This design comes from an exercise in tuning for small area and a short achievable clock period on the open sky130 flow, not from production work.
Where RTL was checked, it was by simulation tests only, not by an equivalence proof against the original.

old:
==> flow/design.v <==
package usb_fifo_pkg;
  function automatic integer ptr_w(input integer depth);
    ptr_w = $clog2(depth) + 1;
  endfunction
  function automatic integer last_bit(input integer data_w);
    last_bit = data_w;
  endfunction
endpackage
module fifo_nand4 (
  input  logic a, b, c, d,
  output logic y
);
  assign y = ~(a & b & c & d);
endmodule
module fifo_nand2 (
  input  logic a, b,
  output logic y
);
  assign y = ~(a & b);
endmodule
module fifo_nor2 (
  input  logic a, b,
  output logic y
);
  assign y = ~(a | b);
endmodule
module fifo_nand3 (
  input  logic a, b, c,
  output logic y
);
  assign y = ~(a & b & c);
endmodule
module fifo_and_or #(
  parameter int N = 8
) (
  input  logic [N-1:0] s,
  input  logic [N-1:0] d,
  output logic         y
);
  assign y = |(s & d);
endmodule
module fifo_o21ai (
  input  logic a1, a2, b1,
  output logic y
);
  assign y = ~((a1 | a2) & b1);
endmodule
module fifo_gate_row #(
  parameter int N   = 16,
  parameter int K   = 4,
  parameter bit NOR = 1'b0,
  parameter int NG  = (N + K - 1) / K
) (
  input  logic [N-1:0]  a,
  output logic [NG-1:0] y
);
  for (genvar g = 0; g < NG; g++) begin : g_g
    localparam int W = (N - K * g < K) ? N - K * g : K;
    logic [W-1:0] x;
    assign x = a[K*g +: W];
    if (W == 1) begin : g_1
      assign y[g] = ~x[0];
    end else if (NOR) begin : g_nor
      if (W == 2) begin : g_2
        fifo_nor2 u (.a(x[0]), .b(x[1]), .y(y[g]));
      end else begin : g_w
        assign y[g] = ~|x;
      end
    end else begin : g_nand
      if (W == 2) begin : g_2
        fifo_nand2 u (.a(x[0]), .b(x[1]), .y(y[g]));
      end else if (W == 3) begin : g_3
        fifo_nand3 u (.a(x[0]), .b(x[1]), .c(x[2]), .y(y[g]));
      end else begin : g_4
        fifo_nand4 u (.a(x[0]), .b(x[1]), .c(x[2]), .d(x[3]), .y(y[g]));
      end
    end
  end
endmodule
module fifo_rd_bit #(
  parameter int NL = 16,
  parameter int NH = 16
) (
  input  logic [NL-1:0]    lo,
  input  logic [NH-1:0]    hi,
  input  logic [NL*NH-1:0] d,
  output logic             q
);
  localparam int N1 = (NH + 3) / 4;       
  localparam int N2 = (N1 + 1) / 2;       
  logic [NH-1:0] r_n;                     
  logic [N1-1:0] t1;
  logic [N2-1:0] t2;
  for (genvar h = 0; h < NH; h++) begin : g_row
    logic [1:0] p;
    for (genvar j = 0; j < 2; j++) begin : g_p
      fifo_and_or #(.N(NL / 2)) u_a (.s(lo[NL/2*j +: NL/2]), .d(d[NL*h + NL/2*j +: NL/2]), .y(p[j]));
    end
    fifo_o21ai u_h (.a1(p[0]), .a2(p[1]), .b1(hi[h]), .y(r_n[h]));
  end
  fifo_gate_row #(.N(NH), .K(4)) u_t1 (.a(r_n), .y(t1));
  if (N1 == 1) begin : g_q1
    assign q = t1[0];
  end else begin : g_q2
    fifo_gate_row #(.N(N1), .K(2), .NOR(1'b1)) u_t2 (.a(t1), .y(t2));
    if (N2 == 1) begin : g_q3
      assign q = ~t2[0];
    end else begin : g_q4
      fifo_gate_row #(.N(N2), .K(4)) u_t3 (.a(t2), .y(q));
    end
  end
endmodule
module sdp_ram #(
  parameter int WIDTH = 9,
  parameter int DEPTH = 256,
  parameter int NL    = 16,
  parameter int NH    = DEPTH / NL
) (
  input  logic             clk,
  input  logic             we,
  input  logic [NL-1:0]    wlo,
  input  logic [NH-1:0]    whi_n,
  input  logic [WIDTH-1:0] wdata,
  input  logic [NL-1:0]    rlo,
  input  logic [NH-1:0]    rhi,
  output logic [WIDTH-1:0] rdata
);
  logic [WIDTH-1:0] mem [DEPTH];
  logic [NL-1:0]    wlo_n;
  logic [DEPTH-1:0] wsel;
  for (genvar l = 0; l < NL; l++) begin : g_wlo
    fifo_nand2 u (.a(we), .b(wlo[l]), .y(wlo_n[l]));
  end
  for (genvar i = 0; i < DEPTH; i++) begin : g_sel
    fifo_nor2 u_w (.a(wlo_n[i % NL]), .b(whi_n[i / NL]), .y(wsel[i]));
  end
  always_ff @(posedge clk) begin
    for (int i = 0; i < DEPTH; i++) begin
      if (wsel[i]) begin
        mem[i] <= wdata;
      end
    end
  end
  for (genvar b = 0; b < WIDTH; b++) begin : g_rd
    logic [DEPTH-1:0] col;
    for (genvar i = 0; i < DEPTH; i++) begin : g_col
      assign col[i] = mem[i][b];
    end
    fifo_rd_bit #(.NL(NL), .NH(NH)) u (.lo(rlo), .hi(rhi), .d(col), .q(rdata[b]));
  end
endmodule
module usb_pkt_fifo #(
  parameter int DATA_W    = 8,
  parameter int DEPTH     = 256,
  parameter int AFULL_LVL = DEPTH - 8,
  parameter int PKT_W     = 8
) (
  input  logic                     clk,
  input  logic                     rst,
  input  logic                     wr_valid,
  input  logic [DATA_W-1:0]        wr_data,
  input  logic                     wr_last,
  input  logic                     wr_discard,
  output logic                     wr_ready,
  output logic                     wr_afull,
  output logic                     wr_overflow,
  output logic                     rd_valid,
  output logic [DATA_W-1:0]        rd_data,
  output logic                     rd_last,
  input  logic                     rd_ready,
  output logic [$clog2(DEPTH):0]   level,
  output logic [PKT_W-1:0]         pkt_count
);
  localparam int PW = usb_fifo_pkg::ptr_w(DEPTH);
  localparam int AW = PW - 1;
  localparam int EW = ((DATA_W) + 1);
  localparam int LB = usb_fifo_pkg::last_bit(DATA_W);
  localparam int LW = AW / 2;
  localparam int NL = 1 << LW;
  localparam int NH = DEPTH / NL;
  localparam logic [PKT_W-1:0] PKT_MAX = '1;
  logic [AW-1:0] wr_ptr;
  logic [AW-1:0] commit_ptr;
  logic [NL-1:0] rlo;
  logic [NH-1:0] rhi;
  logic [PW-1:0] clevel;
  logic          drop;
  logic          wr_ok;            
  logic          full;
  logic          rewind;
  logic          accept;
  logic          commit;
  logic          rd_fire;
  logic          avail;
  logic          load;
  logic          ovf;
  logic [EW-1:0] ram_q;
  logic [EW-1:0] head_q;
  assign full     = level[PW-1];
  assign wr_ready = !full && !rst;
  assign ovf     = wr_valid && full;
  assign rewind  = wr_discard || (drop && wr_valid && wr_last);
  assign accept  = wr_valid && wr_ok && !wr_discard;
  assign commit  = accept && wr_last;
  assign rd_fire = rd_valid && rd_ready;
  assign avail   = (clevel[PW-1:1] != '0) || (!rd_valid && clevel[0]);
  assign load    = avail && (!rd_valid || rd_ready);
  assign rd_data = head_q[DATA_W-1:0];
  assign rd_last = head_q[LB];
  function automatic logic afull_of(input logic [PW-1:0] v);
    afull_of = v >= PW'(AFULL_LVL);
  endfunction
  logic [PW-1:0] lvl_p1, lvl_m1, clv_m1;
  logic [AW-1:0] wr_ptr_p1;
  logic [PKT_W-1:0] pkt_up, pkt_dn;
  assign lvl_p1    = level + PW'(1);
  assign lvl_m1    = level - PW'(1);
  assign clv_m1    = clevel - PW'(1);
  assign wr_ptr_p1 = wr_ptr + AW'(1);
  assign pkt_up    = (pkt_count != PKT_MAX) ? pkt_count + PKT_W'(1) : pkt_count;
  assign pkt_dn    = (pkt_count != '0) ? pkt_count - PKT_W'(1) : pkt_count;
  logic [PW-1:0] level_nx, clevel_nx;
  logic          afull_nx;
  logic          drop_nx;
  always_comb begin
    if (rewind) begin
      level_nx = rd_fire ? clv_m1 : clevel;
      afull_nx = rd_fire ? afull_of(clv_m1) : afull_of(clevel);
    end else if (accept) begin
      level_nx = rd_fire ? level : lvl_p1;
      afull_nx = rd_fire ? afull_of(level) : afull_of(lvl_p1);
    end else begin
      level_nx = rd_fire ? lvl_m1 : level;
      afull_nx = rd_fire ? afull_of(lvl_m1) : afull_of(level);
    end
    if (commit) clevel_nx = rd_fire ? level : lvl_p1;
    else        clevel_nx = rd_fire ? clv_m1 : clevel;
    drop_nx = rewind ? 1'b0 : (drop || ovf);
  end
  logic [NL-1:0] wlo;
  logic [NH-1:0] whi_n;
  always_comb begin
    for (int l = 0; l < NL; l++) wlo[l] = (wr_ptr[LW-1:0] == l);
    for (int h = 0; h < NH; h++) whi_n[h] = (wr_ptr[AW-1:LW] != h);
  end
  sdp_ram #(
    .WIDTH (EW),
    .DEPTH (DEPTH),
    .NL    (NL)
  ) u_ram (
    .clk   (clk),
    .we    (!full),
    .wlo   (wlo),
    .whi_n (whi_n),
    .wdata ({wr_last, wr_data}),
    .rlo   (rlo),
    .rhi   (rhi),
    .rdata (ram_q)
  );
  always_ff @(posedge clk) begin
    if (load) begin
      head_q <= ram_q;
    end
  end
  always_ff @(posedge clk) begin
    if (rst) begin
      wr_ptr      <= '0;
      commit_ptr  <= '0;
      rlo         <= {{(NL-1){1'b0}}, 1'b1};
      rhi         <= {{(NH-1){1'b0}}, 1'b1};
      level       <= '0;
      clevel      <= '0;
      wr_afull    <= 1'b0;
      drop        <= 1'b0;
      wr_ok       <= 1'b1;
      rd_valid    <= 1'b0;
      wr_overflow <= 1'b0;
      pkt_count   <= '0;
    end else begin
      wr_overflow <= ovf;
      level       <= level_nx;
      clevel      <= clevel_nx;
      wr_afull    <= afull_nx;
      drop        <= drop_nx;
      wr_ok       <= !level_nx[PW-1] && !drop_nx;
      if (rewind) begin
        wr_ptr <= commit_ptr;
      end else if (accept) begin
        wr_ptr <= wr_ptr_p1;
      end
      if (commit) begin
        commit_ptr <= wr_ptr_p1;
      end
      if (load) begin
        rlo      <= {rlo[NL-2:0], rlo[NL-1]};
        if (rlo[NL-1]) begin
          rhi    <= {rhi[NH-2:0], rhi[NH-1]};
        end
        rd_valid <= 1'b1;
      end else if (rd_fire) begin
        rd_valid <= 1'b0;
      end
      case ({commit, rd_fire && rd_last})
        2'b10:   pkt_count <= pkt_up;
        2'b01:   pkt_count <= pkt_dn;
        default: ;
      endcase
    end
  end
endmodule
Settings: LEC_CHECK=0, CAP_MARGIN=20, CORE_MARGIN=2, CORE_UTILIZATION=50, CTS_CLUSTER_DIAMETER=90, CTS_CLUSTER_SIZE=30, SETUP_SLACK_MARGIN=2.7, SLEW_MARGIN=20, SYNTH_HIERARCHICAL=1, SYNTH_MINIMUM_KEEP_SIZE=0; clock period 5.0 ns.
run.sh (not shown) runs the stock make flow with config.mk's settings and CLKGATE_MAP_FILE= SYNTH_SCRIPT=/design/flow/synth_recipe.tcl, a recipe that flattens the netlist after the stock synthesis.
> inputs changed (old -> new)
--- a/flow/design.v
+++ b/flow/design.v
@@ -77,13 +77,14 @@
     end
   end
 endmodule
 module fifo_rd_bit #(
   parameter int NL = 16,
-  parameter int NH = 16
+  parameter int NH = 16,
+  parameter int NK = 4                    
 ) (
-  input  logic [NL-1:0]    lo,
+  input  logic [NK*NL-1:0] lo,
   input  logic [NH-1:0]    hi,
   input  logic [NL*NH-1:0] d,
   output logic             q
 );
   localparam int N1 = (NH + 3) / 4;       
@@ -92,11 +93,15 @@
   logic [N1-1:0] t1;
   logic [N2-1:0] t2;
   for (genvar h = 0; h < NH; h++) begin : g_row
     logic [1:0] p;
     for (genvar j = 0; j < 2; j++) begin : g_p
-      fifo_and_or #(.N(NL / 2)) u_a (.s(lo[NL/2*j +: NL/2]), .d(d[NL*h + NL/2*j +: NL/2]), .y(p[j]));
+      fifo_and_or #(.N(NL / 2)) u_a (
+        .s (lo[NL * (h / (NH / NK)) + NL/2*j +: NL/2]),
+        .d (d[NL*h + NL/2*j +: NL/2]),
+        .y (p[j])
+      );
     end
     fifo_o21ai u_h (.a1(p[0]), .a2(p[1]), .b1(hi[h]), .y(r_n[h]));
   end
   fifo_gate_row #(.N(NH), .K(4)) u_t1 (.a(r_n), .y(t1));
   if (N1 == 1) begin : g_q1
@@ -112,18 +117,19 @@
 endmodule
 module sdp_ram #(
   parameter int WIDTH = 9,
   parameter int DEPTH = 256,
   parameter int NL    = 16,
-  parameter int NH    = DEPTH / NL
+  parameter int NH    = DEPTH / NL,
+  parameter int NK    = 4
 ) (
   input  logic             clk,
   input  logic             we,
   input  logic [NL-1:0]    wlo,
   input  logic [NH-1:0]    whi_n,
   input  logic [WIDTH-1:0] wdata,
-  input  logic [NL-1:0]    rlo,
+  input  logic [NK*NL-1:0] rlo,
   input  logic [NH-1:0]    rhi,
   output logic [WIDTH-1:0] rdata
 );
   logic [WIDTH-1:0] mem [DEPTH];
   logic [NL-1:0]    wlo_n;
@@ -144,11 +150,11 @@
   for (genvar b = 0; b < WIDTH; b++) begin : g_rd
     logic [DEPTH-1:0] col;
     for (genvar i = 0; i < DEPTH; i++) begin : g_col
       assign col[i] = mem[i][b];
     end
-    fifo_rd_bit #(.NL(NL), .NH(NH)) u (.lo(rlo), .hi(rhi), .d(col), .q(rdata[b]));
+    fifo_rd_bit #(.NL(NL), .NH(NH), .NK(NK)) u (.lo(rlo), .hi(rhi), .d(col), .q(rdata[b]));
   end
 endmodule
 module usb_pkt_fifo #(
   parameter int DATA_W    = 8,
   parameter int DEPTH     = 256,
@@ -179,12 +185,17 @@
   localparam int NL = 1 << LW;
   localparam int NH = DEPTH / NL;
   localparam logic [PKT_W-1:0] PKT_MAX = '1;
   logic [AW-1:0] wr_ptr;
   logic [AW-1:0] commit_ptr;
-  logic [NL-1:0] rlo;
+  localparam int NK = 4;
+  logic [NL-1:0] rlo [NK];
   logic [NH-1:0] rhi;
+  logic [NK*NL-1:0] rlo_all;
+  for (genvar k = 0; k < NK; k++) begin : g_rlo
+    assign rlo_all[NL*k +: NL] = rlo[k];
+  end
   logic [PW-1:0] clevel;
   logic          drop;
   logic          wr_ok;            
   logic          full;
   logic          rewind;
@@ -237,25 +248,28 @@
     else        clevel_nx = rd_fire ? clv_m1 : clevel;
     drop_nx = rewind ? 1'b0 : (drop || ovf);
   end
   logic [NL-1:0] wlo;
   logic [NH-1:0] whi_n;
+  logic [NL-1:0] cp_lo;
+  logic [NH-1:0] cp_hi_n;
   always_comb begin
-    for (int l = 0; l < NL; l++) wlo[l] = (wr_ptr[LW-1:0] == l);
-    for (int h = 0; h < NH; h++) whi_n[h] = (wr_ptr[AW-1:LW] != h);
+    for (int l = 0; l < NL; l++) cp_lo[l] = (commit_ptr[LW-1:0] == l);
+    for (int h = 0; h < NH; h++) cp_hi_n[h] = (commit_ptr[AW-1:LW] != h);
   end
   sdp_ram #(
     .WIDTH (EW),
     .DEPTH (DEPTH),
-    .NL    (NL)
+    .NL    (NL),
+    .NK    (NK)
   ) u_ram (
     .clk   (clk),
-    .we    (!full),
+    .we    (accept),
     .wlo   (wlo),
     .whi_n (whi_n),
     .wdata ({wr_last, wr_data}),
-    .rlo   (rlo),
+    .rlo   (rlo_all),
     .rhi   (rhi),
     .rdata (ram_q)
   );
   always_ff @(posedge clk) begin
     if (load) begin
@@ -264,11 +278,13 @@
   end
   always_ff @(posedge clk) begin
     if (rst) begin
       wr_ptr      <= '0;
       commit_ptr  <= '0;
-      rlo         <= {{(NL-1){1'b0}}, 1'b1};
+      wlo         <= {{(NL-1){1'b0}}, 1'b1};
+      whi_n       <= {{(NH-1){1'b1}}, 1'b0};
+      for (int k = 0; k < NK; k++) rlo[k] <= {{(NL-1){1'b0}}, 1'b1};
       rhi         <= {{(NH-1){1'b0}}, 1'b1};
       level       <= '0;
       clevel      <= '0;
       wr_afull    <= 1'b0;
       drop        <= 1'b0;
@@ -283,19 +299,25 @@
       wr_afull    <= afull_nx;
       drop        <= drop_nx;
       wr_ok       <= !level_nx[PW-1] && !drop_nx;
       if (rewind) begin
         wr_ptr <= commit_ptr;
+        wlo    <= cp_lo;
+        whi_n  <= cp_hi_n;
       end else if (accept) begin
         wr_ptr <= wr_ptr_p1;
+        wlo    <= {wlo[NL-2:0], wlo[NL-1]};
+        if (wlo[NL-1]) begin
+          whi_n <= {whi_n[NH-2:0], whi_n[NH-1]};
+        end
       end
       if (commit) begin
         commit_ptr <= wr_ptr_p1;
       end
       if (load) begin
-        rlo      <= {rlo[NL-2:0], rlo[NL-1]};
-        if (rlo[NL-1]) begin
+        for (int k = 0; k < NK; k++) rlo[k] <= {rlo[k][NL-2:0], rlo[k][NL-1]};
+        if (rlo[0][NL-1]) begin
           rhi    <= {rhi[NH-2:0], rhi[NH-1]};
         end
         rd_valid <= 1'b1;
       end else if (rd_fire) begin
         rd_valid <= 1'b0;
Notes after the runs:
Count of buffers not belonging to the clock network in the layout, new vs old: down slightly
Synthesized cell count ended up 369 higher on new than on old.
Going from old to new, the wire length was found to have gone up by about 0.35%.
The number of antenna violations at the first check in global routing of new falls short of that of old by 3.
NOTE: maximum frequency in new exceeds that of old
When new is set beside old, its number of global-route vias before repair turns out to be 1,821 larger.
Delta(buffers inserted during post-CTS setup optimization, new - old) < 0
Going from old to new, placed cell count grew by a few percent.
For the weighted congestion at the end of routability-driven global placement, new came in about 20% higher than old did.
Going from old to new, net count after synthesis grew by 7.6%, count of clock buffers in the final design grew by 13%.
Die height of new exceeds that of old slightly.
Only the layout flow was run in new; the RTL was not checked for function there.

afterwards: timing with drivers on the ports:
How much do the figures lean on ideal ports? The routed layouts below were timed once more, with nothing changed but the port constraints. Step 1 sets driving cells, clkbuf_16 on the clock port and buf_2 on the other inputs (assumed; they add their load-dependent delay and slew). Step 2 times the ports against the registers' clock, not the clock port: input delays grow and output delays shrink by t, the midpoint of the rising clock arrivals with the driver on. Slacks: ideal ports / drivers / drivers and shift; pairs: ideal ports / drivers.
run | t (ns) | setup slack, ns | hold WS [ns] | worst setup path after step 2
old | 0.827 | 2.410 / 2.410 / 1.873 | 0.443 / 0.443 / 0.443 | input to register
new | 0.833 | 2.472 / 2.308 / 1.746 | 0.486 / 0.502 / 0.502 | input to register
After both steps setup and hold are still met in every run listed. For new, which loses most, drivers alone change the setup slack by -0.164 ns; drivers and shift together by -0.726 ns.
